This design comes from an exercise in tuning for small area and a short achievable clock period on the open sky130 flow, not from production work.
The RTL of this run was laid out without a check of its function.
Power figures rest on the tool's default switching activity, not on a simulated workload.

[flow/flow/run.sh]
#!/bin/bash
# The standard layout (standard.sh: unchanged synthesis, floorplan, place,
# CTS, route) with three changes:
#  - repair_timing aims for 5.8 ns of setup slack at the design's 11 ns clock;
#  - ports are buffered with buf_2 cells instead of the default delay cells;
#  - after synthesis, invpush.py removes inverters between full-adder cells by
#    flipping adders (a full adder is self-dual), leaving registers, ports and
#    all other cells as synthesis made them.
# Each tool's output goes to a log here; ORFS keeps its step logs under orfs/logs.
set -euo pipefail
sed 's/SETUP_SLACK_MARGIN=[0-9.]*/SETUP_SLACK_MARGIN=5.8 "BUFFER_PORTS_ARGS=-buffer_cell sky130_fd_sc_hd__buf_2"/' standard.sh > standard_margin.sh
grep -q 'SETUP_SLACK_MARGIN=5.8 "BUFFER_PORTS_ARGS' standard_margin.sh
bash standard_margin.sh synth > synth.log 2>&1
NET=orfs/results/sky130hd/dense2_argmax/base/1_2_yosys.v
cp "$NET" 1_2_yosys.standard.v
python3 flow/invpush.py 1_2_yosys.standard.v "$NET" > invpush.log 2>&1
touch "$NET"
bash standard_margin.sh > standard.log 2>&1
[flow/flow/invpush.py]
#!/usr/bin/env python3
"""Remove inverters around full adders in a flat Yosys netlist of sky130hd cells.

A full adder is self-dual: FA(~a, ~b, ~c) = (~sum, ~cout). Synthesis often
leaves inverters between adder cells; this flips adders (feeding them the
complement of their inputs, so their outputs carry the complement) where that
lowers the number of inverters, then re-inserts one inverter per net whose
complement is still needed. Registers, ports and all other cells are kept.

usage: invpush.py IN.v OUT.v
"""
import re
import sys

OUTPINS = {"X", "Y", "Q", "Q_N", "SUM", "COUT", "HI", "LO"}
INV = re.compile(r"sky130_fd_sc_hd__inv_\d+$")
FA = re.compile(r"sky130_fd_sc_hd__fa_\d+$")
XOR = re.compile(r"sky130_fd_sc_hd__x(n?)or2_(\d+)$")

src = re.sub(r"\(\*.*?\*\)", "", open(sys.argv[1]).read())
m_first = re.search(r"^\s*sky130_fd_sc_hd__\w+\s", src, re.M)
head = src[:m_first.start()]
tail_i = src.rindex("endmodule")
body = src[m_first.start():tail_i]
tail = src[tail_i:]
if re.search(r"^\s*assign\s", body, re.M) or re.search(r"^\s*assign\s", head, re.M):
    sys.exit("assign statements not supported")

inst_re = re.compile(r"\s*(sky130_fd_sc_hd__\w+)\s+(\\\S+\s|\S+)\s*\((.*?)\);\s*", re.S)
pin_re = re.compile(r"\.(\w+)\(\s*(\\\S+\s|[^()\s]+)\s*\)")
insts = []
pos = 0
while pos < len(body):
    m = inst_re.match(body, pos)
    if not m:
        sys.exit("parse error at: " + body[pos:pos + 200])
    pins = [(p, n.strip()) for p, n in pin_re.findall(m.group(3))]
    insts.append([m.group(1), m.group(2).strip(), pins])
    pos = m.end()

# ports
ports_out = set()
ports_in = set()
for kind, rng, names in re.findall(r"^\s*(input|output)\s+(\[\d+:\d+\]\s+)?([^;]+);", head, re.M):
    for nm in names.split(","):
        nm = nm.strip()
        if rng:
            hi, lo = map(int, re.findall(r"\d+", rng))
            bits = [f"{nm}[{i}]" for i in range(min(hi, lo), max(hi, lo) + 1)]
        else:
            bits = [nm]
        (ports_out if kind == "output" else ports_in).update(bits)

driver = {}
for idx, (typ, name, pins) in enumerate(insts):
    for p, n in pins:
        if p in OUTPINS:
            driver[n] = (idx, p)

def is_inv(idx):
    return INV.match(insts[idx][0]) is not None

# inverters kept as they are: those driving output ports
keep_inv = set()
for idx, (typ, name, pins) in enumerate(insts):
    if is_inv(idx):
        y = dict(pins)["Y"]
        if y in ports_out:
            keep_inv.add(idx)

def root(n):
    par = 0
    seen = 0
    while n in driver and is_inv(driver[n][0]) and driver[n][0] not in keep_inv:
        n = dict(insts[driver[n][0]][2])["A"]
        par ^= 1
        seen += 1
        if seen > 1000:
            sys.exit("inverter loop")
    return n, par

# loads: (inst idx, pin index) -> (root, parity); only non-removed cells
removed = {i for i in range(len(insts)) if is_inv(i) and i not in keep_inv}
loads = []          # [idx, pin_i, root, parity]
for idx, (typ, name, pins) in enumerate(insts):
    if idx in removed:
        continue
    for pi, (p, n) in enumerate(pins):
        if p in OUTPINS or not re.match(r"^(\\\S+|[A-Za-z_][\w$]*(\[\d+\])?)$", n):
            continue
        r, par = root(n)
        loads.append([idx, pi, r, par])
for n in ports_out:
    if n in driver and driver[n][0] in removed:
        sys.exit("port driven by removable inverter: " + n)

fa_idx = [i for i in range(len(insts)) if FA.match(insts[i][0]) or XOR.match(insts[i][0])]
is_fa = {i: FA.match(insts[i][0]) is not None for i in fa_idx}
# FAs whose outputs are ports cannot flip
noflip = set()
for i in fa_idx:
    for p, n in insts[i][2]:
        if p in OUTPINS and n in ports_out:
            noflip.add(i)
flip = {}
out_of = {}   # root net -> driving FA idx (if FA)
for i in fa_idx:
    for p, n in insts[i][2]:
        if p in OUTPINS:
            out_of[n] = i

loads_by_root = {}
loads_by_inst = {}
for L in loads:
    loads_by_root.setdefault(L[2], []).append(L)
    loads_by_inst.setdefault(L[0], []).append(L)

def need(L):
    own = flip.get(L[0], 0) if FA.match(insts[L[0]][0]) else 0
    return L[3] ^ own ^ flip.get(out_of.get(L[2], -1), 0)

cnt = {r: sum(need(L) for L in Ls) for r, Ls in loads_by_root.items()}
def cost():
    return sum(1 for r in cnt if cnt[r] > 0)

def delta(i):
    ch = {}
    for L in (loads_by_inst.get(i, []) if is_fa[i] else []):
        ch[L[2]] = ch.get(L[2], 0) + (1 - 2 * need(L))
    outs = [n for p, n in insts[i][2] if p in OUTPINS]
    for n in outs:
        for L in loads_by_root.get(n, []):
            if L[0] == i:
                continue
            ch[n] = ch.get(n, 0) + (1 - 2 * need(L))
    d = 0
    for r, c in ch.items():
        before = cnt[r] > 0
        after = cnt[r] + c > 0
        d += int(after) - int(before)
    return d, ch

c0 = cost()
# Start from a polarity that satisfies as many adder-to-adder connections as a
# breadth-first walk over them allows, then improve greedily.
if "--nobfs" not in sys.argv:
    fa_set = set(fa_idx) - noflip
    adj = {i: [] for i in fa_set}
    for L in loads:
        g = out_of.get(L[2], -1)
        if L[0] in fa_set and g in fa_set and g != L[0] and is_fa[L[0]]:
            adj[L[0]].append((g, L[3]))
            adj[g].append((L[0], L[3]))
    seen = set()
    from collections import deque
    for s0 in fa_idx:
        if s0 not in fa_set or s0 in seen:
            continue
        seen.add(s0)
        flip[s0] = 0
        dq = deque([s0])
        while dq:
            u = dq.popleft()
            for v, p in adj[u]:
                if v not in seen:
                    seen.add(v)
                    flip[v] = flip.get(u, 0) ^ p
                    dq.append(v)
    cnt = {r: sum(need(L) for L in Ls) for r, Ls in loads_by_root.items()}
    print(f"after walk: {cost()} (from {c0})", file=sys.stderr)
changed = True
rounds = 0
while changed and rounds < 50:
    changed = False
    rounds += 1
    for i in fa_idx:
        if i in noflip:
            continue
        d, ch = delta(i)
        if d < 0:
            flip[i] = flip.get(i, 0) ^ 1
            for r, c in ch.items():
                cnt[r] += c
            changed = True
# Flip whole groups of adders joined by adder-to-adder connections when that helps.
if "--nobfs" not in sys.argv:
    comp = {}
    for s0 in fa_idx:
        if s0 not in fa_set or s0 in comp:
            continue
        comp[s0] = s0
        stack = [s0]
        while stack:
            u = stack.pop()
            for v, p in adj[u]:
                if v not in comp:
                    comp[v] = s0
                    stack.append(v)
    groups = {}
    for i, g in comp.items():
        groups.setdefault(g, []).append(i)
    def gdelta(members):
        ms = set(members)
        affected = set()
        for i in members:
            if is_fa[i]:
                for L in loads_by_inst.get(i, []):
                    affected.add(L[2])
            for p, n in insts[i][2]:
                if p in OUTPINS:
                    affected.add(n)
        before = {r: cnt[r] for r in affected}
        for i in members:
            flip[i] = flip.get(i, 0) ^ 1
        after = {r: sum(need(L) for L in loads_by_root.get(r, [])) for r in affected}
        d = sum(int(after[r] > 0) - int(before[r] > 0) for r in affected)
        return d, after
    for it in range(3):
        improved = False
        for g, members in groups.items():
            if len(members) < 2:
                continue
            d, after = gdelta(members)
            if d < 0:
                cnt.update(after)
                improved = True
            else:
                for i in members:
                    flip[i] = flip.get(i, 0) ^ 1
        changed = True
        rounds2 = 0
        while changed and rounds2 < 50:
            changed = False
            rounds2 += 1
            for i in fa_idx:
                if i in noflip:
                    continue
                d, ch = delta(i)
                if d < 0:
                    flip[i] = flip.get(i, 0) ^ 1
                    for r, c in ch.items():
                        cnt[r] += c
                    changed = True
                    improved = True
        if not improved:
            break
    print(f"groups: {len(groups)}, largest {max(len(m) for m in groups.values())}", file=sys.stderr)
c1 = cost()
assert c1 == sum(1 for r, Ls in loads_by_root.items() if any(need(L) for L in Ls))

# rebuild: a flipped xor becomes an xnor and vice versa
for i in fa_idx:
    m = XOR.match(insts[i][0])
    if m and flip.get(i, 0):
        insts[i][0] = f"sky130_fd_sc_hd__{'xor' if m.group(1) else 'xnor'}2_{m.group(2)}"
        outpin = "X" if m.group(1) else "Y"   # xor2 drives X, xnor2 drives Y
        insts[i][2] = [(outpin if p in ("X", "Y") else p, n) for p, n in insts[i][2]]
# rebuild
inv_net = {}
new_insts = []
k = 0
for r, Ls in loads_by_root.items():
    if any(need(L) for L in Ls):
        k += 1
        nn = f"_ipush_n{k}_"
        inv_net[r] = nn
        new_insts.append(["sky130_fd_sc_hd__inv_1", f"_ipush_i{k}_", [("A", r), ("Y", nn)]])
for L in loads:
    idx, pi, r, par = L
    p, _ = insts[idx][2][pi]
    insts[idx][2][pi] = (p, inv_net[r] if need(L) else r)

def fmt(n):
    return n + " " if n.startswith("\\") else n

out = [head]
for idx, (typ, name, pins) in enumerate(insts + new_insts):
    if idx < len(insts) and idx in removed:
        continue
    out.append(f"  {typ} {fmt(name)} (\n" + ",\n".join(f"    .{p}({fmt(n)})" for p, n in pins) + "\n  );\n")
decl = "".join(f"  wire {n};\n" for n in inv_net.values())
text = "".join(out)
text = text.replace(head, head + decl, 1)
open(sys.argv[2], "w").write(text + tail)
print(f"inverters: {len(removed) + len(keep_inv)} before, {len(keep_inv) + len(inv_net)} after; "
      f"{sum(flip.values())} of {len(fa_idx)} adders flipped; rounds {rounds}", file=sys.stderr)
[flow/constraint.sdc]
create_clock -name core_clock -period 11.0 [get_ports {clk}]
set_input_delay 2.2000 -clock core_clock [delete_from_list [all_inputs] [get_ports {clk}]]
set_output_delay 2.2000 -clock core_clock [all_outputs]
set_load 0.01 [all_outputs]
[flow/standard.sh]
#!/bin/bash
# synth_recipe.tcl (not shown) runs the flow's synth.tcl, then flattens the netlist and writes it again
# the make line also repeats each setting of config.mk as NAME=value (left out here)
make -C /OpenROAD-flow-scripts/flow DESIGN_CONFIG=/design/flow/config.mk WORK_HOME=/design/flow/orfs CLKGATE_MAP_FILE= SYNTH_SCRIPT=/design/flow/synth_recipe.tcl "${@:-finish}"
[flow/design.v]
package dense2_pkg;
  localparam int unsigned N_IN      = 120;
  localparam int unsigned N_OUT     = 10;
  localparam int unsigned DW        = 16;
  localparam int unsigned FRAC_BITS = 8;
  localparam int unsigned ACC_W     = 30;
  localparam int unsigned AW        = 7;
  localparam int unsigned IDX_W     = 4;
  localparam logic [DW-1:0] SAT_MAX = {1'b0, {(DW-1){1'b1}}};
  localparam logic [DW-1:0] SAT_MIN = {1'b1, {(DW-1){1'b0}}};
  localparam int unsigned N_ST       = 6;
  localparam int unsigned I_IDLE     = 0;
  localparam int unsigned I_ACCUM    = 1;
  localparam int unsigned I_BIAS_RD  = 2;
  localparam int unsigned I_BIAS_ADD = 3;
  localparam int unsigned I_OUT      = 4;
  localparam int unsigned I_CLASS    = 5;
endpackage
module dense2_neuron_acc
(
  input  logic          clk,
  input  logic          keep,
  input  logic          shift,
  input  logic [29:0]   nxt_s,
  input  logic [29:0]   nxt_c,
  input  logic [7:0]    one,
  input  logic [7:0]    two,
  input  logic [7:0]    neg,
  input  logic [15:0]   w,
  output logic [29:0]   s,
  output logic [29:0]   c
);
  logic [29:0] sn, cn;
  assign s = ~sn;
  assign c = ~cn;
  wire [29:0] sm = (s & {30{keep}}) | (nxt_s & {30{shift}});
  wire [29:0] cm = (c & {30{keep}}) | (nxt_c & {30{shift}});
  wire p1 = ((one[0] & w[0]) ^ neg[0]);
  wire p2 = (((one[0] & w[1]) | (two[0] & w[0])) ^ neg[0]);
  wire p3 = (((one[0] & w[2]) | (two[0] & w[1])) ^ neg[0]);
  wire p4 = (((one[0] & w[3]) | (two[0] & w[2])) ^ neg[0]);
  wire p5 = (((one[0] & w[4]) | (two[0] & w[3])) ^ neg[0]);
  wire p6 = (((one[0] & w[5]) | (two[0] & w[4])) ^ neg[0]);
  wire p7 = (((one[0] & w[6]) | (two[0] & w[5])) ^ neg[0]);
  wire p8 = (((one[0] & w[7]) | (two[0] & w[6])) ^ neg[0]);
  wire p9 = (((one[0] & w[8]) | (two[0] & w[7])) ^ neg[0]);
  wire p10 = (((one[0] & w[9]) | (two[0] & w[8])) ^ neg[0]);
  wire p11 = (((one[0] & w[10]) | (two[0] & w[9])) ^ neg[0]);
  wire p12 = (((one[0] & w[11]) | (two[0] & w[10])) ^ neg[0]);
  wire p13 = (((one[0] & w[12]) | (two[0] & w[11])) ^ neg[0]);
  wire p14 = (((one[0] & w[13]) | (two[0] & w[12])) ^ neg[0]);
  wire p15 = (((one[0] & w[14]) | (two[0] & w[13])) ^ neg[0]);
  wire p16 = (((one[0] & w[15]) | (two[0] & w[14])) ^ neg[0]);
  wire p17 = ~(((one[0] & w[15]) | (two[0] & w[15])) ^ neg[0]);
  wire p18 = ((one[1] & w[0]) ^ neg[1]);
  wire p19 = (((one[1] & w[1]) | (two[1] & w[0])) ^ neg[1]);
  wire p20 = (((one[1] & w[2]) | (two[1] & w[1])) ^ neg[1]);
  wire p21 = (((one[1] & w[3]) | (two[1] & w[2])) ^ neg[1]);
  wire p22 = (((one[1] & w[4]) | (two[1] & w[3])) ^ neg[1]);
  wire p23 = (((one[1] & w[5]) | (two[1] & w[4])) ^ neg[1]);
  wire p24 = (((one[1] & w[6]) | (two[1] & w[5])) ^ neg[1]);
  wire p25 = (((one[1] & w[7]) | (two[1] & w[6])) ^ neg[1]);
  wire p26 = (((one[1] & w[8]) | (two[1] & w[7])) ^ neg[1]);
  wire p27 = (((one[1] & w[9]) | (two[1] & w[8])) ^ neg[1]);
  wire p28 = (((one[1] & w[10]) | (two[1] & w[9])) ^ neg[1]);
  wire p29 = (((one[1] & w[11]) | (two[1] & w[10])) ^ neg[1]);
  wire p30 = (((one[1] & w[12]) | (two[1] & w[11])) ^ neg[1]);
  wire p31 = (((one[1] & w[13]) | (two[1] & w[12])) ^ neg[1]);
  wire p32 = (((one[1] & w[14]) | (two[1] & w[13])) ^ neg[1]);
  wire p33 = (((one[1] & w[15]) | (two[1] & w[14])) ^ neg[1]);
  wire p34 = ~(((one[1] & w[15]) | (two[1] & w[15])) ^ neg[1]);
  wire p35 = ((one[2] & w[0]) ^ neg[2]);
  wire p36 = (((one[2] & w[1]) | (two[2] & w[0])) ^ neg[2]);
  wire p37 = (((one[2] & w[2]) | (two[2] & w[1])) ^ neg[2]);
  wire p38 = (((one[2] & w[3]) | (two[2] & w[2])) ^ neg[2]);
  wire p39 = (((one[2] & w[4]) | (two[2] & w[3])) ^ neg[2]);
  wire p40 = (((one[2] & w[5]) | (two[2] & w[4])) ^ neg[2]);
  wire p41 = (((one[2] & w[6]) | (two[2] & w[5])) ^ neg[2]);
  wire p42 = (((one[2] & w[7]) | (two[2] & w[6])) ^ neg[2]);
  wire p43 = (((one[2] & w[8]) | (two[2] & w[7])) ^ neg[2]);
  wire p44 = (((one[2] & w[9]) | (two[2] & w[8])) ^ neg[2]);
  wire p45 = (((one[2] & w[10]) | (two[2] & w[9])) ^ neg[2]);
  wire p46 = (((one[2] & w[11]) | (two[2] & w[10])) ^ neg[2]);
  wire p47 = (((one[2] & w[12]) | (two[2] & w[11])) ^ neg[2]);
  wire p48 = (((one[2] & w[13]) | (two[2] & w[12])) ^ neg[2]);
  wire p49 = (((one[2] & w[14]) | (two[2] & w[13])) ^ neg[2]);
  wire p50 = (((one[2] & w[15]) | (two[2] & w[14])) ^ neg[2]);
  wire p51 = ~(((one[2] & w[15]) | (two[2] & w[15])) ^ neg[2]);
  wire p52 = ((one[3] & w[0]) ^ neg[3]);
  wire p53 = (((one[3] & w[1]) | (two[3] & w[0])) ^ neg[3]);
  wire p54 = (((one[3] & w[2]) | (two[3] & w[1])) ^ neg[3]);
  wire p55 = (((one[3] & w[3]) | (two[3] & w[2])) ^ neg[3]);
  wire p56 = (((one[3] & w[4]) | (two[3] & w[3])) ^ neg[3]);
  wire p57 = (((one[3] & w[5]) | (two[3] & w[4])) ^ neg[3]);
  wire p58 = (((one[3] & w[6]) | (two[3] & w[5])) ^ neg[3]);
  wire p59 = (((one[3] & w[7]) | (two[3] & w[6])) ^ neg[3]);
  wire p60 = (((one[3] & w[8]) | (two[3] & w[7])) ^ neg[3]);
  wire p61 = (((one[3] & w[9]) | (two[3] & w[8])) ^ neg[3]);
  wire p62 = (((one[3] & w[10]) | (two[3] & w[9])) ^ neg[3]);
  wire p63 = (((one[3] & w[11]) | (two[3] & w[10])) ^ neg[3]);
  wire p64 = (((one[3] & w[12]) | (two[3] & w[11])) ^ neg[3]);
  wire p65 = (((one[3] & w[13]) | (two[3] & w[12])) ^ neg[3]);
  wire p66 = (((one[3] & w[14]) | (two[3] & w[13])) ^ neg[3]);
  wire p67 = (((one[3] & w[15]) | (two[3] & w[14])) ^ neg[3]);
  wire p68 = ~(((one[3] & w[15]) | (two[3] & w[15])) ^ neg[3]);
  wire p69 = ((one[4] & w[0]) ^ neg[4]);
  wire p70 = (((one[4] & w[1]) | (two[4] & w[0])) ^ neg[4]);
  wire p71 = (((one[4] & w[2]) | (two[4] & w[1])) ^ neg[4]);
  wire p72 = (((one[4] & w[3]) | (two[4] & w[2])) ^ neg[4]);
  wire p73 = (((one[4] & w[4]) | (two[4] & w[3])) ^ neg[4]);
  wire p74 = (((one[4] & w[5]) | (two[4] & w[4])) ^ neg[4]);
  wire p75 = (((one[4] & w[6]) | (two[4] & w[5])) ^ neg[4]);
  wire p76 = (((one[4] & w[7]) | (two[4] & w[6])) ^ neg[4]);
  wire p77 = (((one[4] & w[8]) | (two[4] & w[7])) ^ neg[4]);
  wire p78 = (((one[4] & w[9]) | (two[4] & w[8])) ^ neg[4]);
  wire p79 = (((one[4] & w[10]) | (two[4] & w[9])) ^ neg[4]);
  wire p80 = (((one[4] & w[11]) | (two[4] & w[10])) ^ neg[4]);
  wire p81 = (((one[4] & w[12]) | (two[4] & w[11])) ^ neg[4]);
  wire p82 = (((one[4] & w[13]) | (two[4] & w[12])) ^ neg[4]);
  wire p83 = (((one[4] & w[14]) | (two[4] & w[13])) ^ neg[4]);
  wire p84 = (((one[4] & w[15]) | (two[4] & w[14])) ^ neg[4]);
  wire p85 = ~(((one[4] & w[15]) | (two[4] & w[15])) ^ neg[4]);
  wire p86 = ((one[5] & w[0]) ^ neg[5]);
  wire p87 = (((one[5] & w[1]) | (two[5] & w[0])) ^ neg[5]);
  wire p88 = (((one[5] & w[2]) | (two[5] & w[1])) ^ neg[5]);
  wire p89 = (((one[5] & w[3]) | (two[5] & w[2])) ^ neg[5]);
  wire p90 = (((one[5] & w[4]) | (two[5] & w[3])) ^ neg[5]);
  wire p91 = (((one[5] & w[5]) | (two[5] & w[4])) ^ neg[5]);
  wire p92 = (((one[5] & w[6]) | (two[5] & w[5])) ^ neg[5]);
  wire p93 = (((one[5] & w[7]) | (two[5] & w[6])) ^ neg[5]);
  wire p94 = (((one[5] & w[8]) | (two[5] & w[7])) ^ neg[5]);
  wire p95 = (((one[5] & w[9]) | (two[5] & w[8])) ^ neg[5]);
  wire p96 = (((one[5] & w[10]) | (two[5] & w[9])) ^ neg[5]);
  wire p97 = (((one[5] & w[11]) | (two[5] & w[10])) ^ neg[5]);
  wire p98 = (((one[5] & w[12]) | (two[5] & w[11])) ^ neg[5]);
  wire p99 = (((one[5] & w[13]) | (two[5] & w[12])) ^ neg[5]);
  wire p100 = (((one[5] & w[14]) | (two[5] & w[13])) ^ neg[5]);
  wire p101 = (((one[5] & w[15]) | (two[5] & w[14])) ^ neg[5]);
  wire p102 = ~(((one[5] & w[15]) | (two[5] & w[15])) ^ neg[5]);
  wire p103 = ((one[6] & w[0]) ^ neg[6]);
  wire p104 = (((one[6] & w[1]) | (two[6] & w[0])) ^ neg[6]);
  wire p105 = (((one[6] & w[2]) | (two[6] & w[1])) ^ neg[6]);
  wire p106 = (((one[6] & w[3]) | (two[6] & w[2])) ^ neg[6]);
  wire p107 = (((one[6] & w[4]) | (two[6] & w[3])) ^ neg[6]);
  wire p108 = (((one[6] & w[5]) | (two[6] & w[4])) ^ neg[6]);
  wire p109 = (((one[6] & w[6]) | (two[6] & w[5])) ^ neg[6]);
  wire p110 = (((one[6] & w[7]) | (two[6] & w[6])) ^ neg[6]);
  wire p111 = (((one[6] & w[8]) | (two[6] & w[7])) ^ neg[6]);
  wire p112 = (((one[6] & w[9]) | (two[6] & w[8])) ^ neg[6]);
  wire p113 = (((one[6] & w[10]) | (two[6] & w[9])) ^ neg[6]);
  wire p114 = (((one[6] & w[11]) | (two[6] & w[10])) ^ neg[6]);
  wire p115 = (((one[6] & w[12]) | (two[6] & w[11])) ^ neg[6]);
  wire p116 = (((one[6] & w[13]) | (two[6] & w[12])) ^ neg[6]);
  wire p117 = (((one[6] & w[14]) | (two[6] & w[13])) ^ neg[6]);
  wire p118 = (((one[6] & w[15]) | (two[6] & w[14])) ^ neg[6]);
  wire p119 = ~(((one[6] & w[15]) | (two[6] & w[15])) ^ neg[6]);
  wire p120 = ((one[7] & w[0]) ^ neg[7]);
  wire p121 = (((one[7] & w[1]) | (two[7] & w[0])) ^ neg[7]);
  wire p122 = (((one[7] & w[2]) | (two[7] & w[1])) ^ neg[7]);
  wire p123 = (((one[7] & w[3]) | (two[7] & w[2])) ^ neg[7]);
  wire p124 = (((one[7] & w[4]) | (two[7] & w[3])) ^ neg[7]);
  wire p125 = (((one[7] & w[5]) | (two[7] & w[4])) ^ neg[7]);
  wire p126 = (((one[7] & w[6]) | (two[7] & w[5])) ^ neg[7]);
  wire p127 = (((one[7] & w[7]) | (two[7] & w[6])) ^ neg[7]);
  wire p128 = (((one[7] & w[8]) | (two[7] & w[7])) ^ neg[7]);
  wire p129 = (((one[7] & w[9]) | (two[7] & w[8])) ^ neg[7]);
  wire p130 = (((one[7] & w[10]) | (two[7] & w[9])) ^ neg[7]);
  wire p131 = (((one[7] & w[11]) | (two[7] & w[10])) ^ neg[7]);
  wire p132 = (((one[7] & w[12]) | (two[7] & w[11])) ^ neg[7]);
  wire p133 = (((one[7] & w[13]) | (two[7] & w[12])) ^ neg[7]);
  wire p134 = (((one[7] & w[14]) | (two[7] & w[13])) ^ neg[7]);
  wire p135 = (((one[7] & w[15]) | (two[7] & w[14])) ^ neg[7]);
  wire p136 = ~(((one[7] & w[15]) | (two[7] & w[15])) ^ neg[7]);
  wire s137 = neg[1] ^ p3 ^ p18;
  wire c138 = (neg[1] & p3) | (neg[1] & p18) | (p3 & p18);
  wire s139 = p4 ^ p19;
  wire c140 = p4 & p19;
  wire s141 = neg[2] ^ p5 ^ p20;
  wire c142 = (neg[2] & p5) | (neg[2] & p20) | (p5 & p20);
  wire s143 = p35 ^ c140 ^ s141;
  wire c144 = (p35 & c140) | (p35 & s141) | (c140 & s141);
  wire s145 = p6 ^ p21 ^ p36;
  wire c146 = (p6 & p21) | (p6 & p36) | (p21 & p36);
  wire s147 = c142 ^ s145;
  wire c148 = c142 & s145;
  wire s149 = neg[3] ^ p7 ^ p22;
  wire c150 = (neg[3] & p7) | (neg[3] & p22) | (p7 & p22);
  wire s151 = p37 ^ p52 ^ c146;
  wire c152 = (p37 & p52) | (p37 & c146) | (p52 & c146);
  wire s153 = s149 ^ c148 ^ s151;
  wire c154 = (s149 & c148) | (s149 & s151) | (c148 & s151);
  wire s155 = p8 ^ p23 ^ p38;
  wire c156 = (p8 & p23) | (p8 & p38) | (p23 & p38);
  wire s157 = p53 ^ c150 ^ s155;
  wire c158 = (p53 & c150) | (p53 & s155) | (c150 & s155);
  wire s159 = c152 ^ s157;
  wire c160 = c152 & s157;
  wire s161 = sm[0] ^ cm[0] ^ neg[4];
  wire c162 = (sm[0] & cm[0]) | (sm[0] & neg[4]) | (cm[0] & neg[4]);
  wire s163 = s161 ^ p9 ^ p24;
  wire c164 = (s161 & p9) | (s161 & p24) | (p9 & p24);
  wire s165 = p39 ^ p54 ^ p69;
  wire c166 = (p39 & p54) | (p39 & p69) | (p54 & p69);
  wire s167 = c156 ^ s163 ^ s165;
  wire c168 = (c156 & s163) | (c156 & s165) | (s163 & s165);
  wire s169 = c158 ^ s167 ^ c160;
  wire c170 = (c158 & s167) | (c158 & c160) | (s167 & c160);
  wire s171 = sm[1] ^ cm[1] ^ c162;
  wire c172 = (sm[1] & cm[1]) | (sm[1] & c162) | (cm[1] & c162);
  wire s173 = p10 ^ p25 ^ p40;
  wire c174 = (p10 & p25) | (p10 & p40) | (p25 & p40);
  wire s175 = p55 ^ p70 ^ s171;
  wire c176 = (p55 & p70) | (p55 & s171) | (p70 & s171);
  wire s177 = c164 ^ c166 ^ s173;
  wire c178 = (c164 & c166) | (c164 & s173) | (c166 & s173);
  wire s179 = s175 ^ c168 ^ s177;
  wire c180 = (s175 & c168) | (s175 & s177) | (c168 & s177);
  wire s181 = sm[2] ^ cm[2] ^ neg[5];
  wire c182 = (sm[2] & cm[2]) | (sm[2] & neg[5]) | (cm[2] & neg[5]);
  wire s183 = s181 ^ p11 ^ p26;
  wire c184 = (s181 & p11) | (s181 & p26) | (p11 & p26);
  wire s185 = p41 ^ p56 ^ p71;
  wire c186 = (p41 & p56) | (p41 & p71) | (p56 & p71);
  wire s187 = p86 ^ c172 ^ c174;
  wire c188 = (p86 & c172) | (p86 & c174) | (c172 & c174);
  wire s189 = s183 ^ s185 ^ c176;
  wire c190 = (s183 & s185) | (s183 & c176) | (s185 & c176);
  wire s191 = s187 ^ c178 ^ s189;
  wire c192 = (s187 & c178) | (s187 & s189) | (c178 & s189);
  wire s193 = sm[3] ^ cm[3] ^ c182;
  wire c194 = (sm[3] & cm[3]) | (sm[3] & c182) | (cm[3] & c182);
  wire s195 = p12 ^ p27 ^ p42;
  wire c196 = (p12 & p27) | (p12 & p42) | (p27 & p42);
  wire s197 = p57 ^ p72 ^ p87;
  wire c198 = (p57 & p72) | (p57 & p87) | (p72 & p87);
  wire s199 = s193 ^ c184 ^ c186;
  wire c200 = (s193 & c184) | (s193 & c186) | (c184 & c186);
  wire s201 = s195 ^ s197 ^ c188;
  wire c202 = (s195 & s197) | (s195 & c188) | (s197 & c188);
  wire s203 = s199 ^ c190 ^ s201;
  wire c204 = (s199 & c190) | (s199 & s201) | (c190 & s201);
  wire s205 = sm[4] ^ cm[4] ^ neg[6];
  wire c206 = (sm[4] & cm[4]) | (sm[4] & neg[6]) | (cm[4] & neg[6]);
  wire s207 = s205 ^ p13 ^ p28;
  wire c208 = (s205 & p13) | (s205 & p28) | (p13 & p28);
  wire s209 = p43 ^ p58 ^ p73;
  wire c210 = (p43 & p58) | (p43 & p73) | (p58 & p73);
  wire s211 = p88 ^ p103 ^ c194;
  wire c212 = (p88 & p103) | (p88 & c194) | (p103 & c194);
  wire s213 = c196 ^ c198 ^ s207;
  wire c214 = (c196 & c198) | (c196 & s207) | (c198 & s207);
  wire s215 = s209 ^ s211 ^ c200;
  wire c216 = (s209 & s211) | (s209 & c200) | (s211 & c200);
  wire s217 = s213 ^ c202 ^ s215;
  wire c218 = (s213 & c202) | (s213 & s215) | (c202 & s215);
  wire s219 = sm[5] ^ cm[5] ^ c206;
  wire c220 = (sm[5] & cm[5]) | (sm[5] & c206) | (cm[5] & c206);
  wire s221 = p14 ^ p29 ^ p44;
  wire c222 = (p14 & p29) | (p14 & p44) | (p29 & p44);
  wire s223 = p59 ^ p74 ^ p89;
  wire c224 = (p59 & p74) | (p59 & p89) | (p74 & p89);
  wire s225 = p104 ^ s219 ^ c208;
  wire c226 = (p104 & s219) | (p104 & c208) | (s219 & c208);
  wire s227 = c210 ^ s221 ^ s223;
  wire c228 = (c210 & s221) | (c210 & s223) | (s221 & s223);
  wire s229 = c212 ^ s225 ^ c214;
  wire c230 = (c212 & s225) | (c212 & c214) | (s225 & c214);
  wire s231 = s227 ^ c216 ^ s229;
  wire c232 = (s227 & c216) | (s227 & s229) | (c216 & s229);
  wire s233 = sm[6] ^ cm[6] ^ neg[7];
  wire c234 = (sm[6] & cm[6]) | (sm[6] & neg[7]) | (cm[6] & neg[7]);
  wire s235 = s233 ^ p15 ^ p30;
  wire c236 = (s233 & p15) | (s233 & p30) | (p15 & p30);
  wire s237 = p45 ^ p60 ^ p75;
  wire c238 = (p45 & p60) | (p45 & p75) | (p60 & p75);
  wire s239 = p90 ^ p105 ^ p120;
  wire c240 = (p90 & p105) | (p90 & p120) | (p105 & p120);
  wire s241 = c220 ^ c222 ^ c224;
  wire c242 = (c220 & c222) | (c220 & c224) | (c222 & c224);
  wire s243 = s235 ^ s237 ^ s239;
  wire c244 = (s235 & s237) | (s235 & s239) | (s237 & s239);
  wire s245 = c226 ^ s241 ^ c228;
  wire c246 = (c226 & s241) | (c226 & c228) | (s241 & c228);
  wire s247 = s243 ^ c230 ^ s245;
  wire c248 = (s243 & c230) | (s243 & s245) | (c230 & s245);
  wire s249 = sm[7] ^ cm[7] ^ c234;
  wire c250 = (sm[7] & cm[7]) | (sm[7] & c234) | (cm[7] & c234);
  wire s251 = p16 ^ p31 ^ p46;
  wire c252 = (p16 & p31) | (p16 & p46) | (p31 & p46);
  wire s253 = p61 ^ p76 ^ p91;
  wire c254 = (p61 & p76) | (p61 & p91) | (p76 & p91);
  wire s255 = p106 ^ p121 ^ s249;
  wire c256 = (p106 & p121) | (p106 & s249) | (p121 & s249);
  wire s257 = c236 ^ c238 ^ c240;
  wire c258 = (c236 & c238) | (c236 & c240) | (c238 & c240);
  wire s259 = s251 ^ s253 ^ c242;
  wire c260 = (s251 & s253) | (s251 & c242) | (s253 & c242);
  wire s261 = s255 ^ s257 ^ c244;
  wire c262 = (s255 & s257) | (s255 & c244) | (s257 & c244);
  wire s263 = c246 ^ s259 ^ s261;
  wire c264 = (c246 & s259) | (c246 & s261) | (s259 & s261);
  wire s265 = 1'b1 ^ sm[8] ^ cm[8];
  wire c266 = (1'b1 & sm[8]) | (1'b1 & cm[8]) | (sm[8] & cm[8]);
  wire s267 = s265 ^ p17 ^ p32;
  wire c268 = (s265 & p17) | (s265 & p32) | (p17 & p32);
  wire s269 = p47 ^ p62 ^ p77;
  wire c270 = (p47 & p62) | (p47 & p77) | (p62 & p77);
  wire s271 = p92 ^ p107 ^ p122;
  wire c272 = (p92 & p107) | (p92 & p122) | (p107 & p122);
  wire s273 = c250 ^ c252 ^ c254;
  wire c274 = (c250 & c252) | (c250 & c254) | (c252 & c254);
  wire s275 = s267 ^ s269 ^ s271;
  wire c276 = (s267 & s269) | (s267 & s271) | (s269 & s271);
  wire s277 = c256 ^ c258 ^ s273;
  wire c278 = (c256 & c258) | (c256 & s273) | (c258 & s273);
  wire s279 = s275 ^ c260 ^ c262;
  wire c280 = (s275 & c260) | (s275 & c262) | (c260 & c262);
  wire s281 = s277 ^ c264 ^ s279;
  wire c282 = (s277 & c264) | (s277 & s279) | (c264 & s279);
  wire s283 = 1'b1 ^ sm[9] ^ cm[9];
  wire c284 = (1'b1 & sm[9]) | (1'b1 & cm[9]) | (sm[9] & cm[9]);
  wire s285 = c266 ^ s283 ^ p33;
  wire c286 = (c266 & s283) | (c266 & p33) | (s283 & p33);
  wire s287 = p48 ^ p63 ^ p78;
  wire c288 = (p48 & p63) | (p48 & p78) | (p63 & p78);
  wire s289 = p93 ^ p108 ^ p123;
  wire c290 = (p93 & p108) | (p93 & p123) | (p108 & p123);
  wire s291 = c268 ^ c270 ^ c272;
  wire c292 = (c268 & c270) | (c268 & c272) | (c270 & c272);
  wire s293 = s285 ^ s287 ^ s289;
  wire c294 = (s285 & s287) | (s285 & s289) | (s287 & s289);
  wire s295 = c274 ^ s291 ^ c276;
  wire c296 = (c274 & s291) | (c274 & c276) | (s291 & c276);
  wire s297 = s293 ^ c278 ^ s295;
  wire c298 = (s293 & c278) | (s293 & s295) | (c278 & s295);
  wire s299 = c280 ^ s297;
  wire c300 = c280 & s297;
  wire s301 = sm[10] ^ cm[10] ^ c284;
  wire c302 = (sm[10] & cm[10]) | (sm[10] & c284) | (cm[10] & c284);
  wire s303 = p34 ^ p49 ^ p64;
  wire c304 = (p34 & p49) | (p34 & p64) | (p49 & p64);
  wire s305 = p79 ^ p94 ^ p109;
  wire c306 = (p79 & p94) | (p79 & p109) | (p94 & p109);
  wire s307 = p124 ^ s301 ^ c286;
  wire c308 = (p124 & s301) | (p124 & c286) | (s301 & c286);
  wire s309 = c288 ^ c290 ^ s303;
  wire c310 = (c288 & c290) | (c288 & s303) | (c290 & s303);
  wire s311 = s305 ^ c292 ^ s307;
  wire c312 = (s305 & c292) | (s305 & s307) | (c292 & s307);
  wire s313 = c294 ^ s309 ^ c296;
  wire c314 = (c294 & s309) | (c294 & c296) | (s309 & c296);
  wire s315 = s311 ^ c298 ^ s313;
  wire c316 = (s311 & c298) | (s311 & s313) | (c298 & s313);
  wire s317 = 1'b1 ^ sm[11] ^ cm[11];
  wire c318 = (1'b1 & sm[11]) | (1'b1 & cm[11]) | (sm[11] & cm[11]);
  wire s319 = s317 ^ p50 ^ p65;
  wire c320 = (s317 & p50) | (s317 & p65) | (p50 & p65);
  wire s321 = p80 ^ p95 ^ p110;
  wire c322 = (p80 & p95) | (p80 & p110) | (p95 & p110);
  wire s323 = p125 ^ c302 ^ c304;
  wire c324 = (p125 & c302) | (p125 & c304) | (c302 & c304);
  wire s325 = c306 ^ s319 ^ s321;
  wire c326 = (c306 & s319) | (c306 & s321) | (s319 & s321);
  wire s327 = c308 ^ s323 ^ c310;
  wire c328 = (c308 & s323) | (c308 & c310) | (s323 & c310);
  wire s329 = s325 ^ c312 ^ s327;
  wire c330 = (s325 & c312) | (s325 & s327) | (c312 & s327);
  wire s331 = c314 ^ s329;
  wire c332 = c314 & s329;
  wire s333 = sm[12] ^ cm[12] ^ c318;
  wire c334 = (sm[12] & cm[12]) | (sm[12] & c318) | (cm[12] & c318);
  wire s335 = p51 ^ p66 ^ p81;
  wire c336 = (p51 & p66) | (p51 & p81) | (p66 & p81);
  wire s337 = p96 ^ p111 ^ p126;
  wire c338 = (p96 & p111) | (p96 & p126) | (p111 & p126);
  wire s339 = s333 ^ c320 ^ c322;
  wire c340 = (s333 & c320) | (s333 & c322) | (c320 & c322);
  wire s341 = s335 ^ s337 ^ c324;
  wire c342 = (s335 & s337) | (s335 & c324) | (s337 & c324);
  wire s343 = s339 ^ c326 ^ c328;
  wire c344 = (s339 & c326) | (s339 & c328) | (c326 & c328);
  wire s345 = s341 ^ c330 ^ s343;
  wire c346 = (s341 & c330) | (s341 & s343) | (c330 & s343);
  wire s347 = 1'b1 ^ sm[13] ^ cm[13];
  wire c348 = (1'b1 & sm[13]) | (1'b1 & cm[13]) | (sm[13] & cm[13]);
  wire s349 = s347 ^ p67 ^ p82;
  wire c350 = (s347 & p67) | (s347 & p82) | (p67 & p82);
  wire s351 = p97 ^ p112 ^ p127;
  wire c352 = (p97 & p112) | (p97 & p127) | (p112 & p127);
  wire s353 = c334 ^ c336 ^ c338;
  wire c354 = (c334 & c336) | (c334 & c338) | (c336 & c338);
  wire s355 = s349 ^ s351 ^ c340;
  wire c356 = (s349 & s351) | (s349 & c340) | (s351 & c340);
  wire s357 = s353 ^ c342 ^ s355;
  wire c358 = (s353 & c342) | (s353 & s355) | (c342 & s355);
  wire s359 = c344 ^ s357;
  wire c360 = c344 & s357;
  wire s361 = sm[14] ^ cm[14] ^ c348;
  wire c362 = (sm[14] & cm[14]) | (sm[14] & c348) | (cm[14] & c348);
  wire s363 = p68 ^ p83 ^ p98;
  wire c364 = (p68 & p83) | (p68 & p98) | (p83 & p98);
  wire s365 = p113 ^ p128 ^ s361;
  wire c366 = (p113 & p128) | (p113 & s361) | (p128 & s361);
  wire s367 = c350 ^ c352 ^ s363;
  wire c368 = (c350 & c352) | (c350 & s363) | (c352 & s363);
  wire s369 = s365 ^ c354 ^ s367;
  wire c370 = (s365 & c354) | (s365 & s367) | (c354 & s367);
  wire s371 = c356 ^ s369 ^ c358;
  wire c372 = (c356 & s369) | (c356 & c358) | (s369 & c358);
  wire s373 = 1'b1 ^ sm[15] ^ cm[15];
  wire c374 = (1'b1 & sm[15]) | (1'b1 & cm[15]) | (sm[15] & cm[15]);
  wire s375 = s373 ^ p84 ^ p99;
  wire c376 = (s373 & p84) | (s373 & p99) | (p84 & p99);
  wire s377 = p114 ^ p129 ^ c362;
  wire c378 = (p114 & p129) | (p114 & c362) | (p129 & c362);
  wire s379 = c364 ^ s375 ^ c366;
  wire c380 = (c364 & s375) | (c364 & c366) | (s375 & c366);
  wire s381 = s377 ^ c368 ^ s379;
  wire c382 = (s377 & c368) | (s377 & s379) | (c368 & s379);
  wire s383 = c370 ^ s381;
  wire c384 = c370 & s381;
  wire s385 = sm[16] ^ cm[16] ^ c374;
  wire c386 = (sm[16] & cm[16]) | (sm[16] & c374) | (cm[16] & c374);
  wire s387 = p85 ^ p100 ^ p115;
  wire c388 = (p85 & p100) | (p85 & p115) | (p100 & p115);
  wire s389 = p130 ^ s385 ^ c376;
  wire c390 = (p130 & s385) | (p130 & c376) | (s385 & c376);
  wire s391 = s387 ^ c378 ^ s389;
  wire c392 = (s387 & c378) | (s387 & s389) | (c378 & s389);
  wire s393 = c380 ^ s391 ^ c382;
  wire c394 = (c380 & s391) | (c380 & c382) | (s391 & c382);
  wire s395 = 1'b1 ^ sm[17] ^ cm[17];
  wire c396 = (1'b1 & sm[17]) | (1'b1 & cm[17]) | (sm[17] & cm[17]);
  wire s397 = s395 ^ p101 ^ p116;
  wire c398 = (s395 & p101) | (s395 & p116) | (p101 & p116);
  wire s399 = p131 ^ c386 ^ c388;
  wire c400 = (p131 & c386) | (p131 & c388) | (c386 & c388);
  wire s401 = s397 ^ c390 ^ s399;
  wire c402 = (s397 & c390) | (s397 & s399) | (c390 & s399);
  wire s403 = c392 ^ s401;
  wire c404 = c392 & s401;
  wire s405 = sm[18] ^ cm[18] ^ c396;
  wire c406 = (sm[18] & cm[18]) | (sm[18] & c396) | (cm[18] & c396);
  wire s407 = p102 ^ p117 ^ p132;
  wire c408 = (p102 & p117) | (p102 & p132) | (p117 & p132);
  wire s409 = s405 ^ c398 ^ s407;
  wire c410 = (s405 & c398) | (s405 & s407) | (c398 & s407);
  wire s411 = c400 ^ s409 ^ c402;
  wire c412 = (c400 & s409) | (c400 & c402) | (s409 & c402);
  wire s413 = 1'b1 ^ sm[19] ^ cm[19];
  wire c414 = (1'b1 & sm[19]) | (1'b1 & cm[19]) | (sm[19] & cm[19]);
  wire s415 = s413 ^ p118 ^ p133;
  wire c416 = (s413 & p118) | (s413 & p133) | (p118 & p133);
  wire s417 = c406 ^ c408 ^ s415;
  wire c418 = (c406 & c408) | (c406 & s415) | (c408 & s415);
  wire s419 = c410 ^ s417;
  wire c420 = c410 & s417;
  wire s421 = sm[20] ^ cm[20] ^ c414;
  wire c422 = (sm[20] & cm[20]) | (sm[20] & c414) | (cm[20] & c414);
  wire s423 = p119 ^ p134 ^ s421;
  wire c424 = (p119 & p134) | (p119 & s421) | (p134 & s421);
  wire s425 = c416 ^ s423 ^ c418;
  wire c426 = (c416 & s423) | (c416 & c418) | (s423 & c418);
  wire s427 = 1'b1 ^ sm[21] ^ cm[21];
  wire c428 = (1'b1 & sm[21]) | (1'b1 & cm[21]) | (sm[21] & cm[21]);
  wire s429 = s427 ^ p135 ^ c422;
  wire c430 = (s427 & p135) | (s427 & c422) | (p135 & c422);
  wire s431 = c424 ^ s429;
  wire c432 = c424 & s429;
  wire s433 = sm[22] ^ cm[22] ^ c428;
  wire c434 = (sm[22] & cm[22]) | (sm[22] & c428) | (cm[22] & c428);
  wire s435 = p136 ^ s433 ^ c430;
  wire c436 = (p136 & s433) | (p136 & c430) | (s433 & c430);
  wire s437 = 1'b1 ^ sm[23] ^ cm[23];
  wire c438 = (1'b1 & sm[23]) | (1'b1 & cm[23]) | (sm[23] & cm[23]);
  wire s439 = s437 ^ c434;
  wire c440 = s437 & c434;
  wire s441 = 1'b1 ^ sm[24] ^ cm[24];
  wire c442 = (1'b1 & sm[24]) | (1'b1 & cm[24]) | (sm[24] & cm[24]);
  wire s443 = c438 ^ s441;
  wire c444 = c438 & s441;
  wire s445 = 1'b1 ^ sm[25] ^ cm[25];
  wire c446 = (1'b1 & sm[25]) | (1'b1 & cm[25]) | (sm[25] & cm[25]);
  wire s447 = c442 ^ s445 ^ c444;
  wire c448 = (c442 & s445) | (c442 & c444) | (s445 & c444);
  wire s449 = 1'b1 ^ sm[26] ^ cm[26];
  wire c450 = (1'b1 & sm[26]) | (1'b1 & cm[26]) | (sm[26] & cm[26]);
  wire s451 = c446 ^ s449 ^ c448;
  wire c452 = (c446 & s449) | (c446 & c448) | (s449 & c448);
  wire s453 = 1'b1 ^ sm[27] ^ cm[27];
  wire c454 = (1'b1 & sm[27]) | (1'b1 & cm[27]) | (sm[27] & cm[27]);
  wire s455 = c450 ^ s453 ^ c452;
  wire c456 = (c450 & s453) | (c450 & c452) | (s453 & c452);
  wire s457 = 1'b1 ^ sm[28] ^ cm[28];
  wire c458 = (1'b1 & sm[28]) | (1'b1 & cm[28]) | (sm[28] & cm[28]);
  wire s459 = c454 ^ s457 ^ c456;
  wire c460 = (c454 & s457) | (c454 & c456) | (s457 & c456);
  wire s461 = 1'b1 ^ sm[29] ^ cm[29];
  wire c462 = (1'b1 & sm[29]) | (1'b1 & cm[29]) | (sm[29] & cm[29]);
  wire s463 = c458 ^ s461 ^ c460;
  wire c464 = (c458 & s461) | (c458 & c460) | (s461 & c460);
  wire [8:0] low_sum = {1'b0, c154, s153, c144, s143, c138, s137, p2, p1} + {1'b0, s159, 1'b0, s147, 1'b0, s139, 1'b0, 1'b0, neg[0]};
  always_ff @(posedge clk) begin
    sn <= ~{s463, s459, s455, s451, s447, c440, c436, c432, c426, c420, c412, c404, c394, c384, c372, c360, c346, c332, c316, c300, c282, s281, c248, c232, c218, c204, c192, c180, c170, s169};
    cn <= ~{1'b0, 1'b0, 1'b0, 1'b0, 1'b0, s443, s439, s435, s431, s425, s419, s411, s403, s393, s383, s371, s359, s345, s331, s315, s299, 1'b0, s263, s247, s231, s217, s203, s191, s179, low_sum[8]};
  end
endmodule
module dense2_argmax
(
  input  logic                clk,
  input  logic                rst,
  input  logic                in_valid,
  input  logic                frame_start_in,
  input  logic                frame_end_in,
  input  logic [dense2_pkg::DW-1:0]       dense_input,
  output logic                rom_en,
  output logic [dense2_pkg::AW-1:0]       rom_addr,
  input  logic [dense2_pkg::N_OUT*dense2_pkg::DW-1:0] rom_data,
  output logic                out_valid,
  output logic                frame_start_out,
  output logic                frame_end_out,
  output logic [dense2_pkg::DW-1:0]       logit_out,
  output logic                class_valid,
  output logic [dense2_pkg::IDX_W-1:0]    class_idx,
  output logic                err
);
  localparam int unsigned W = dense2_pkg::ACC_W;
  logic [dense2_pkg::N_ST-1:0]   state;
  logic [dense2_pkg::N_ST-1:0]   state_n;
  logic [dense2_pkg::AW-1:0]     cnt;
  logic              clear;
  logic              take;
  logic              err_c;
  logic              keep_q;
  logic [dense2_pkg::IDX_W-1:0]  out_k;
  logic [dense2_pkg::DW-1:0]     best_val;
  logic [dense2_pkg::IDX_W-1:0]  best_idx;
  logic [W-1:0]      acc_s [dense2_pkg::N_OUT];
  logic [W-1:0]      acc_c [dense2_pkg::N_OUT];
  logic st_idle, st_accum, st_bias_rd, st_bias_add, st_out, st_class;
  assign st_idle     = state[dense2_pkg::I_IDLE];
  assign st_accum    = state[dense2_pkg::I_ACCUM];
  assign st_bias_rd  = state[dense2_pkg::I_BIAS_RD];
  assign st_bias_add = state[dense2_pkg::I_BIAS_ADD];
  assign st_out      = state[dense2_pkg::I_OUT];
  assign st_class    = state[dense2_pkg::I_CLASS];
  logic [dense2_pkg::DW-1:0] sample_n;
  logic [7:0] b_one_n, b_two_n, b_neg_n;
  logic [7:0] b_one, b_two, b_neg;
  always_comb begin
    if (take) begin
      sample_n = dense_input;
    end else if (st_bias_rd) begin
      sample_n = dense2_pkg::DW'(1 << dense2_pkg::FRAC_BITS);
    end else begin
      sample_n = '0;
    end
    for (int k = 0; k < 8; k++) begin
      logic x0, x1, x2;
      x0 = (k == 0) ? 1'b0 : sample_n[2*k-1];
      x1 = sample_n[2*k];
      x2 = sample_n[2*k+1];
      b_one_n[k] = x1 ^ x0;
      b_two_n[k] = (x2 & ~x1 & ~x0) | (~x2 & x1 & x0);
      b_neg_n[k] = x2;
    end
  end
  for (genvar k = 0; k < dense2_pkg::N_OUT; k++) begin : g_neuron
    dense2_neuron_acc u_acc (
      .clk     (clk),
      .keep    (keep_q),
      .shift   (st_out),
      .nxt_s   ((k == dense2_pkg::N_OUT - 1) ? '0 : acc_s[(k + 1) % dense2_pkg::N_OUT]),
      .nxt_c   ((k == dense2_pkg::N_OUT - 1) ? '0 : acc_c[(k + 1) % dense2_pkg::N_OUT]),
      .one     (b_one),
      .two     (b_two),
      .neg     (b_neg),
      .w       (rom_data[k*dense2_pkg::DW +: dense2_pkg::DW]),
      .s       (acc_s[k]),
      .c       (acc_c[k])
    );
  end
  logic start_ok;    
  logic last_idx;    
  logic in_frame;    
  assign start_ok = in_valid && frame_start_in && !frame_end_in;
  assign last_idx = (cnt == dense2_pkg::AW'(dense2_pkg::N_IN - 1));
  assign in_frame = st_accum && in_valid && !frame_start_in;
  assign take   = (st_idle && start_ok) || (st_accum && in_valid);
  assign clear  = in_valid && frame_start_in && ((st_idle && !frame_end_in) || st_accum);
  assign rom_en = !rst && (take || st_bias_rd);
  always_comb begin
    rom_addr = '0;
    if (!rst && in_frame) begin
      rom_addr = cnt;
    end else if (!rst && st_bias_rd) begin
      rom_addr = dense2_pkg::AW'(dense2_pkg::N_IN);
    end
  end
  assign err_c = (st_idle && in_valid && frame_start_in && frame_end_in)
              || (st_accum && in_valid && (frame_start_in || (frame_end_in != last_idx)))
              || (!st_idle && !st_accum && in_valid);
  always_comb begin
    state_n = '0;
    state_n[dense2_pkg::I_IDLE]     = (st_idle && !start_ok)
                                   || (in_frame && (frame_end_in ? !last_idx : last_idx))
                                   || st_class;
    state_n[dense2_pkg::I_ACCUM]    = (st_idle && start_ok)
                                   || (st_accum && !(in_frame && (frame_end_in || last_idx)));
    state_n[dense2_pkg::I_BIAS_RD]  = in_frame && frame_end_in && last_idx;
    state_n[dense2_pkg::I_BIAS_ADD] = st_bias_rd;
    state_n[dense2_pkg::I_OUT]      = st_bias_add
                                   || (st_out && (out_k != dense2_pkg::IDX_W'(dense2_pkg::N_OUT - 1)));
    state_n[dense2_pkg::I_CLASS]    = st_out && (out_k == dense2_pkg::IDX_W'(dense2_pkg::N_OUT - 1));
  end
  logic [W-1:0]  sel_sum;
  logic [dense2_pkg::DW-1:0] logit_c;
  assign sel_sum = acc_s[0] + acc_c[0];
  assign logit_c = (sel_sum[W-1:dense2_pkg::DW-1] == {(W-dense2_pkg::DW+1){sel_sum[W-1]}})
                 ? sel_sum[dense2_pkg::DW-1:0]
                 : (sel_sum[W-1] ? dense2_pkg::SAT_MIN : dense2_pkg::SAT_MAX);
  logic              better;
  logic [dense2_pkg::IDX_W-1:0]  cur_idx;
  assign better  = frame_start_out || ($signed(logit_out) > $signed(best_val));
  assign cur_idx = out_k - dense2_pkg::IDX_W'(1);
  always_ff @(posedge clk) begin
    if (rst) begin
      state           <= dense2_pkg::N_ST'(1) << dense2_pkg::I_IDLE;
      cnt             <= '0;
      keep_q          <= 1'b0;
      b_one           <= '0;
      b_two           <= '0;
      b_neg           <= '0;
      out_k           <= '0;
      best_val        <= '0;
      best_idx        <= '0;
      out_valid       <= 1'b0;
      frame_start_out <= 1'b0;
      frame_end_out   <= 1'b0;
      logit_out       <= '0;
      class_valid     <= 1'b0;
      class_idx       <= '0;
      err             <= 1'b0;
    end else begin
      state           <= state_n;
      keep_q          <= !clear && !state_n[dense2_pkg::I_OUT];
      err             <= err_c;
      if (clear) begin
        cnt <= dense2_pkg::AW'(1);
      end else if (take) begin
        cnt <= cnt + dense2_pkg::AW'(1);
      end
      b_one           <= b_one_n;
      b_two           <= b_two_n;
      b_neg           <= b_neg_n;
      if (st_bias_add) begin
        out_k <= '0;
      end else if (st_out) begin
        out_k <= out_k + dense2_pkg::IDX_W'(1);
      end
      out_valid       <= st_out;
      frame_start_out <= st_out && (out_k == '0);
      frame_end_out   <= st_out && (out_k == dense2_pkg::IDX_W'(dense2_pkg::N_OUT - 1));
      if (st_out) begin
        logit_out <= logit_c;
      end
      class_valid     <= st_class;
      if (st_class) begin
        class_idx <= better ? cur_idx : best_idx;
      end
      if (out_valid && better) begin
        best_val <= logit_out;
        best_idx <= cur_idx;
      end
    end
  end
endmodule
[flow/config.mk]
export PLATFORM = sky130hd
export DESIGN_NAME = dense2_argmax
export DESIGN_NICKNAME = dense2_argmax
export VERILOG_FILES = /design/flow/design.v
export SDC_FILE = /design/flow/constraint.sdc
export NUM_CORES = 4
export LEC_CHECK = 0
export ABC_AREA = 1
export CAP_MARGIN = 20
export CORE_MARGIN = 2
export CORE_UTILIZATION = 40
export PLACE_DENSITY = 0.6
export SETUP_SLACK_MARGIN = 5
export SLEW_MARGIN = 20
==> flow_summary.ini <==
[synthesis]
syn_nets = 10137
syn_avg_cell_area_sq_um = 9.335
synthesis.area_sq_mm = 0.07765
synthCells = 8319
yosys_warnings = 4

[placement]
pre_cts_slack_ps = 4983
gp_congestion = 0.9168
place_hpwl_mm = 180.7
dp.cells = 10426
port_buffers = 213

[routing]
routed_wl_mm = 270.0
wl_per_cell_um = 25.48
dr.first_iter.drc_count = 5483
drt_pre_antenna_iters = 6
vias = 63248
ant_nets = 0
via_per_inst = 5.968
drc = 0

[worst_setup_path]
critPathMostFrequentCell = buf_6
worstSetupStartpointType = primary input
endpoint_kind = output pin
crit_chain = buf_6, buf_12, clkinvlp_4, buf_6, o21ai_1, inv_1, buf_2
reg2reg_depth = 10
rr_startpoint = b_neg[4]$_SDFF_PP0_
arrival_ps = 2990
r2r-end = g_neuron[6].u_acc.sn[8]$_DFF_P_
crit_buf_inv = 6
r2r_slack_ps = 5840
cp.required_ps = 8800
crit_type = primary input to output pin
crit_slowest_cell = buf_6
crit_fanout = 4
path_delay_family = buffers and inverters
max_stage_delay_ps = 170

[power_and_ir_drop]
vdd_drop_max_mv = 0.1153
p_leak_nw = 38.14
power.density_mw_per_mm2 = 174.5

[run_status]
status = no timing/DRC/antenna violations

[floorplan]
die_y_um = 444.6
dieArea_sq_mm = 0.1977
core_sq_mm = 0.1928
start_util_pct = 40.28
ios = 214
die_width_um = 444.6
row_count = 161

[layout]
layout_commonest_cell = o22ai_1
register_area_sq_mm = 0.01256
final_cells = 10597
drive_gt1_share_pct = 9.134
final_core_util_pct = 43.44
mostFrequentLayoutCells = o22ai_1 (1652), fa_1 (1272), inv_1 (1200)
multi_input_area_sq_mm = 0.05788
fin_nets = 9823
syn2layout_area_growth_pct = 7.853
nFillCells = 18490

[sta]
period_share_pct = 47.20
clock_skew_ps = 18.24
worst_pin_slew_ps = 1156
finalHoldViolations = 0
maxSlewViolCount = 0
setup_tns_ps = 0
worst_slack_ps = 5808
fmax_ghz = 0.1926
rsz0062_at_grt = false
relSlewSlack_pct = 22.94
min_period_ps = 5192
setup_viol = 0

[clock_network]
cts_tree = done
clock_latency_ps = 700
clockRootBuffer = clkbuf_16
clk_pin_slew_ps = 60
ctsHoldBuffers = 0
cts_buffer_depth = 3
cts.sinks = 626
h-tree-depth = 3
cts_inserted_buffers = 79

[global_routing]
grt.total_usage_pct = 27.05
grt_pass1_vias = 68745
grt_pass1_wl_mm = 411.2
grt_overflow = 0
grt_max_degree = 136
grt_antenna_before_repair = 9

[job]
drv_cap = 0

[min_path]
holdPathEnd = class_idx[1]$_SDFFE_PP0P_
hp-class = flip-flop to flip-flop
worstHoldStart = class_idx[1]$_SDFFE_PP0P_
min_delay_path_depth = 2
report_power, final:
part	switching [mW]	internal, mW
clock network	1.13	1.57
registers	0.777	3.30
logic	4.48	3.37
area by class of cell:
cell class,count,share of cell area (%)
Inverter,1319,6.493
Tap cell,2526,3.774
Clock buffer,115,2.762
Timing Repair Buffer,309,2.496
Antenna cell,2,0.005976
Multi-Input combinational cell,5669,69.11
Sequential cell,626,15.00
Clock inverter,30,0.3496
Timing Repair inverter,1,0.01046
worst reg2reg max path, stage by stage, from the launching register on:
cell and delay (ps):
dfxtp_4 440, inv_6 470, buf_4 680, buf_6 710
xnor2_1 260, fa_1 510, fa_1 490, fa_1 430
fa_1 470, fa_1 550, inv_1 40
stage by stage:
stage,hold WS (ps),area [sq um],total power [mW]
2_1_floorplan,427.7,79400,9.761
3_3_place_gp,434.0,80690,11.56
3_5_place_dp,442.2,80690,11.91
4_1_cts,454.5,83500,14.68
5_1_grt,478.7,83750,16.15
6_report,451.1,83750,14.62
sequential cells by signal, indices dropped and copies added, names as in the netlist, 5 cells and up:
signal and count:
cnt 7, state 5, b_one 8, b_two 8, best_val 16, g_neuron.u_acc.sn 300, g_neuron.u_acc.cn 240, b_neg 8
logit_out 16
per-layer routing:
metal	GRT usage (%)	wire [um]	vias to the layer above
li1	-	-	26635
met2	45.94	129600	3696
met4	13.31	14350	0
met3	4.850	24480	981
met5	0	0	-
met1	33.07	101600	31936
worst max-delay path by stage:
stage / start / end / slack [ps] / cells after the start
final: rst / rom_en / 5810 / 7
after global routing: in_valid / rom_addr[5] / 5770 / 6
after CTS: rst / rom_addr[5] / 5780 / 6
after detailed placement: rst / rom_addr[5] / 4980 / 6
after global placement: rst / rom_addr[5] / 5070 / 6
after floorplan: rom_data[113] / g_neuron[7].u_acc.cn[10]$_DFF_P_ / 5740 / 10
timing repair:
item / in CTS / in global routing
resized for setup: 20 / 32
endpoints found under the hold margin: 0 / 0
endpoints found under the setup margin: 35 / 38
gates cloned: 2 / 2
setup buffers: 8 / 12
pin swaps: 2 / 3

[what the ideal ports hide]
The flow's constraints put no driver on any port. The routed layout listed below was extracted and timed again, unchanged, in two steps. Step 1 (the two cells are an assumption about what drives the block):
set clk [get_ports {clk}]
set_driving_cell -lib_cell sky130_fd_sc_hd__clkbuf_16 $clk
set_driving_cell -lib_cell sky130_fd_sc_hd__buf_2 [delete_from_list [all_inputs] $clk]
Step 2 moves the port delays by t, midway between the first and last clock arrival at a register: inputs arrive t later, outputs are due t later. That takes back most of the time a late clock gives input paths. Slacks: ideal ports / drivers / drivers and shift; pairs: ideal ports / drivers.
shift t [ns]: 0.776
setup WS [ns]: 5.808 / 5.763 / 5.119
worst setup path after step 2: input to register
worst register clock-pin slew, ns: 0.07 / 0.07
worst data-port slew with drivers (ns): 0.11
After both steps setup and hold are still met in this run. The setup slack of this run moves by -0.045 ns with the drivers and by -0.689 ns with both steps.
